Source: an optimization exercise on an open RTL-to-GDS flow (aim: small area, a short achievable clock period and few clock cycles per item). Production flows keep margins and buffers that such runs may drop. Function was checked by simulation only, so behaviour that the tests miss may differ from the original. Power is estimated from default activity; no workload was simulated.

== job 7470 ==
## bitmap_first_fit_allocator_top
module bitmap_first_fit_allocator_top
(
  input  logic        clk,
  input  logic        rst_n,
  input  logic        in_tvalid,
  output logic        in_tready,
  input  logic [31:0] in_tdata,    
  input  logic [1:0]  in_tuser,    
  output logic        out_tvalid,
  input  logic        out_tready,
  output logic [31:0] out_tdata,   
  output logic [1:0]  out_tuser,   
  input  logic        cfg_wr_en,
  input  logic [13:0] cfg_wr_data
);
==> flow/config.mk <==
export PLATFORM = sky130hd
export DESIGN_NAME = bitmap_first_fit_allocator_top
export DESIGN_NICKNAME = bitmap_first_fit_allocator_top
export VERILOG_FILES = /design/flow/design.v
export SDC_FILE = /design/flow/constraint.sdc
export NUM_CORES = 4
export LEC_CHECK = 0
export CAP_MARGIN = 20
export CORE_MARGIN = 2
export CORE_UTILIZATION = 50
export CTS_BUF_LIST = sky130_fd_sc_hd__clkbuf_8 sky130_fd_sc_hd__clkbuf_16
export CTS_CLUSTER_SIZE = 30
export SETUP_SLACK_MARGIN = 2.0
export SLEW_MARGIN = 20
export SYNTH_HIERARCHICAL = 1
==> flow/constraint.sdc <==
create_clock -name core_clock -period 6.0 [get_ports {clk}]
set_input_delay 1.2000 -clock core_clock [delete_from_list [all_inputs] [get_ports {clk}]]
set_output_delay 1.2000 -clock core_clock [all_outputs]
set_load 0.01 [all_outputs]
run.sh (not shown) runs the stock make flow with config.mk's settings and CLKGATE_MAP_FILE= SYNTH_SCRIPT=/design/flow/synth_recipe.tcl, a recipe that flattens the netlist after the stock synthesis.
Testbench counts of job 7470, summed over its fixed seeds: cycles 12,008, commands 12,000.
The inputs of job 8634 differ from those of job 7470 as listed below.
# job 7470
export LEC_CHECK = 0
export CAP_MARGIN = 20
export CORE_MARGIN = 2
export CORE_UTILIZATION = 50
export CTS_BUF_LIST = sky130_fd_sc_hd__clkbuf_8 sky130_fd_sc_hd__clkbuf_16
export CTS_CLUSTER_SIZE = 30
export SETUP_SLACK_MARGIN = 2.0
export SLEW_MARGIN = 20
export SYNTH_HIERARCHICAL = 1
create_clock -name core_clock -period 6.0 [get_ports {clk}]
# job 8634
export LEC_CHECK = 0
export CAP_MARGIN = 20
export CORE_MARGIN = 2
export CORE_UTILIZATION = 65
export CTS_BUF_LIST = sky130_fd_sc_hd__clkbuf_8
export SETUP_SLACK_MARGIN = 2.0
export SLEW_MARGIN = 20
export SYNTH_HIERARCHICAL = 1
create_clock -name core_clock -period 6.0 [get_ports {clk}]
### Flow results
Summary — quantity of gates resized following cts, job 8634 relative to job 7470: higher, by 27%.
Relative to job 7470, area growth from synthesis to layout decreased by 1.8 points in job 8634.
Job 7470 ended up with rd_sel_r[8] as its end point of the critical path; job 8634 ended up with u_ram.mem[4][13].
Side by side, biggest fanout along the worst timing path turned out higher in job 8634 than in job 7470.
Job 8634 vs job 7470 — power dropped by a few percent
The fraction of power consumed by the clock network of job 8634 falls short of that of job 7470 by 2.7 points.
The final worst setup slack in job 8634 sits 0.073 ns below the value recorded for job 7470.
Job 8634 has H-tree level count above what job 7470 had.
Sort job 7470 and job 8634 by worst hold-check slack desc -> top: job 7470
Share of cell area taken by flip-flops and latches sits higher in job 8634 than in job 7470.
Job 8634 vs. job 7470: mean number of vias per cell shows an increase of about 9%; total number of vias up 2433.
Changes in job 6611 relative to job 8634:
# job 8634
export LEC_CHECK = 0
export CAP_MARGIN = 20
export CORE_MARGIN = 2
export CORE_UTILIZATION = 65
export CTS_BUF_LIST = sky130_fd_sc_hd__clkbuf_8
export SETUP_SLACK_MARGIN = 2.0
export SLEW_MARGIN = 20
export SYNTH_HIERARCHICAL = 1
create_clock -name core_clock -period 6.0 [get_ports {clk}]
# job 6611
export LEC_CHECK = 0
export CAP_MARGIN = 5
export CORE_MARGIN = 2
export CORE_UTILIZATION = 50
export CTS_BUF_LIST = sky130_fd_sc_hd__clkbuf_8
export SETUP_SLACK_MARGIN = 2.0
export SLEW_MARGIN = 5
export SYNTH_HIERARCHICAL = 1
export TNS_END_PERCENT = 5
create_clock -name core_clock -period 6.0 [get_ports {clk}]
Results
On job 6611: part of the total power dissipated in the clock network is 0.3 points higher than what job 8634 gave. Clock latency of the later-clocked register in the worst-skew pair in job 6611 vs job 8634: up 0.02 ns. The run showing the greater non-clock buffer count is job 6611. A launching instance or port of the critical path of rd_sel_r[35] is what job 8634 shows, while rd_sel_r[24] belongs to job 6611. Final core utilization: job 8634 and job 6611 compared, lower one is job 6611.
The following lists how job 3078 was set up differently from job 6611:
# job 6611
export LEC_CHECK = 0
export CAP_MARGIN = 5
export CORE_MARGIN = 2
export CORE_UTILIZATION = 50
export CTS_BUF_LIST = sky130_fd_sc_hd__clkbuf_8
export SETUP_SLACK_MARGIN = 2.0
export SLEW_MARGIN = 5
export SYNTH_HIERARCHICAL = 1
export TNS_END_PERCENT = 5
create_clock -name core_clock -period 6.0 [get_ports {clk}]
# job 3078
export LEC_CHECK = 0
export CAP_MARGIN = 20
export CORE_MARGIN = 2
export CORE_UTILIZATION = 50
export CTS_BUF_LIST = sky130_fd_sc_hd__clkbuf_8
export SETUP_SLACK_MARGIN = 1.75
export SLEW_MARGIN = 20
export SYNTH_HIERARCHICAL = 1
create_clock -name core_clock -period 6.0 [get_ports {clk}]
==> comparison <==
Looking at the reports, job 3078 completed the entire flow and the layout it produced met the timing, DRC and antenna checks.
Delta (job 3078 minus job 6611): core utilization closely matched the old numbers; combinational power closely matched the old numbers.
Comparing job 6611 and job 3078, the higher period utilization was measured on job 3078.

* * *

## rev 12
Another version of the RTL of bitmap_first_fit_allocator_top (not shown whole).
Size in the first run: about 5300 cells after synthesis, roughly 2200 flip-flops, roughly 0.087 mm2 of cells after synthesis.
Design bitmap_first_fit_allocator_top, start of the top module:
module bitmap_first_fit_allocator_top
(
  input  logic        clk,
  input  logic        rst_n,
  input  logic        in_tvalid,
  output logic        in_tready,
  input  logic [31:0] in_tdata,    
  input  logic [1:0]  in_tuser,    
  output logic        out_tvalid,
  input  logic        out_tready,
  output logic [31:0] out_tdata,   
  output logic [1:0]  out_tuser,   
  input  logic        cfg_wr_en,
  input  logic [13:0] cfg_wr_data
);
  localparam int SZ_W  = ADDR_W + BIT_W + 1;    
  localparam int IDX_W = ADDR_W + BIT_W;        
  logic [SZ_W-1:0]      size_r;
  logic [FIELD_W-1:0]   cnt_r;
  logic                 c_valid_r;
  logic [CODE_W-1:0]    c_cmd_r;
  logic [IDX_W-1:0]     c_idx_r;       
  logic                 c_ok_r;        
  logic [FIELD_W-1:0]   c_cval_r;
  logic                 cw_v_r;
  logic [ADDR_W-1:0]    cw_r;
  logic [WORD_BITS-1:0] cwd_r;
  logic                 out_valid_r;
  ...
export LEC_CHECK = 0
export CAP_MARGIN = 20
export CORE_MARGIN = 2
export CORE_UTILIZATION = 30
export SLEW_MARGIN = 20
export SYNTH_HIERARCHICAL = 1
create_clock -name core_clock -period 6.0 [get_ports {clk}]
The final report for rev 12 shows a completed flow and a layout that fails verification, specifically negative setup slack.
Testbench counts of rev 12, summed over its fixed seeds: cycles 12,008, commands 12,000.
The inputs of rev 13 differ from those of rev 12 as listed below.
Settings: a deleted SYNTH_HIERARCHICAL that had been 1.
[summary]
Rev 13 did not finish; a tool error ended it in global routing (5_1_grt).
Of rev 13 and rev 12, rev 13 shows the lower post-synthesis area per instance, with rev 12 above it.
Comparing rev 13 and rev 12, the higher H-tree depth is on rev 13.
Diff rev 12..rev 13 | xor and xnor fraction of the mapped netlist area | negligible
Number of buffers inserted to repair setup after CTS in rev 13 vs rev 12: up 110%
Rev 13 vs rev 12: number of instances in the placed design up
Re share of flip-flops with an asynchronous set or reset: no difference whatsoever between rev 12 and rev 13.
When the final numbers for rev 13 and rev 12 were put side by side, the multiplexer share of the synthesized area turned out to be greater in rev 13.
Side by side, number of resized instances in the post-cts repair step turned out higher in rev 13 than in rev 12.
Rev 12 → rev 13: number of cells produced by synthesis increased 2822, simple-gate share of the synthesized area increased 7.3 points.

* * *

Another version of the RTL of bitmap_first_fit_allocator_top (not shown whole).
Size: roughly 5600 cells after synthesis, about 89 I/O pins, ~91000 um^2 of cells after synthesis.
make LEC_CHECK=0 CAP_MARGIN=20 CORE_MARGIN=2 CORE_UTILIZATION=50 SETUP_SLACK_MARGIN=2.0 SLEW_MARGIN=20 SYNTH_HIERARCHICAL=1 finish   # period 6.0 ns
The baseline completed with no timing, DRC or antenna violations.
Testbench counts at the start, summed over its fixed seeds: cycles 12,008, commands 12,000.
Rerun with:
CTS_BUF_LIST = sky130_fd_sc_hd__clkbuf_8   (was default)
=>
- routed wire length climbs by 1.2%
- count of clock-buffer cells in the layout rises by 116
- die area is unchanged
- design area came out lower by 0.86%
- global-route usage increases by 0.22 points

* * *

bitmap_first_fit_allocator_top, a different RTL version from the one above (not shown whole).
For scale: ~5,500 cells after synthesis, roughly 89 I/O pins, about 91,000 um2 of cells after synthesis.
export LEC_CHECK = 0
export CAP_MARGIN = 20
export CORE_MARGIN = 2
export CORE_UTILIZATION = 50
export CTS_BUF_LIST = sky130_fd_sc_hd__clkbuf_8
export SETUP_SLACK_MARGIN = 2.5
export SLEW_MARGIN = 20
export SYNTH_HIERARCHICAL = 1
export TNS_END_PERCENT = 20
create_clock -name core_clock -period 6.0 [get_ports {clk}]
The baseline finished with timing, DRC and antenna clean.
Testbench counts at the start, summed over its fixed seeds: cycles 12,008, commands 12,000.
Change:
Settings changed: SETUP_SLACK_MARGIN 2.5 to 2.0, TNS_END_PERCENT 20 to default.
After rerunning:
- The new run ran to the end with violations: antenna violations
- utilization shrinks by 3.0 points
- non-clock buffer count shrinks by 221
- cell area shrinks by a few percent

## separate check: timing with driven ports
How much do the figures lean on ideal ports? The routed layouts below were timed once more, with nothing changed but the port constraints. Step 1 (the two cells are an assumption about what drives the block):
set clk [get_ports {clk}]
set_driving_cell -lib_cell sky130_fd_sc_hd__clkbuf_16 $clk
set_driving_cell -lib_cell sky130_fd_sc_hd__buf_2 [delete_from_list [all_inputs] $clk]
Step 2, shift: input delay + t, output delay - t, t = (earliest + latest rising clock arrival at the registers) / 2. This alone moves slack from input paths to output paths. Slacks: ideal / step 1 / step 2; pairs: ideal / step 1.
run | t, ns | setup WS [ns] | hold slack, ns | slew at the worst register clock pin (ns) | worst data-port slew with drivers (ns)
job 7470 | 0.949 | 1.903 / 1.936 / 1.017 | 0.543 / 0.543 / 0.543 | 0.08 / 0.08 | 0.09
job 8634 | 1.089 | 1.830 / 1.830 / 1.012 | 0.503 / 0.468 / 0.559 | 0.07 / 0.07 | 0.05
job 6611 | 1.113 | 1.776 / 1.776 / 0.955 | 0.527 / 0.485 / 0.543 | 0.07 / 0.07 | 0.09
job 3078 | 1.148 | 1.649 / 1.568 / 0.862 | 0.472 / 0.433 / 0.551 | 0.07 / 0.07 | 0.08
rev 12 | 0.963 | -0.195 / -0.195 / -0.195 | 0.498 / 0.498 / 0.498 | 0.08 / 0.08 | 0.08
the first run of note 3 | 0.932 | 1.839 / 1.839 / 1.212 | 0.541 / 0.541 / 0.541 | 0.07 / 0.07 | 0.08
the second run of note 3 | 1.095 | 1.799 / 1.799 / 1.260 | 0.547 / 0.521 / 0.547 | 0.07 / 0.07 | 0.08
the first run of note 4 | 1.114 | 1.716 / 1.716 / 0.987 | 0.547 / 0.509 / 0.547 | 0.07 / 0.07 | 0.06
the second run of note 4 | 1.109 | 1.743 / 1.743 / 1.034 | 0.562 / 0.562 / 0.562 | 0.07 / 0.07 | 0.09
For job 7470, which loses most, drivers alone change the setup slack by +0.033 ns; drivers and shift together by -0.886 ns.
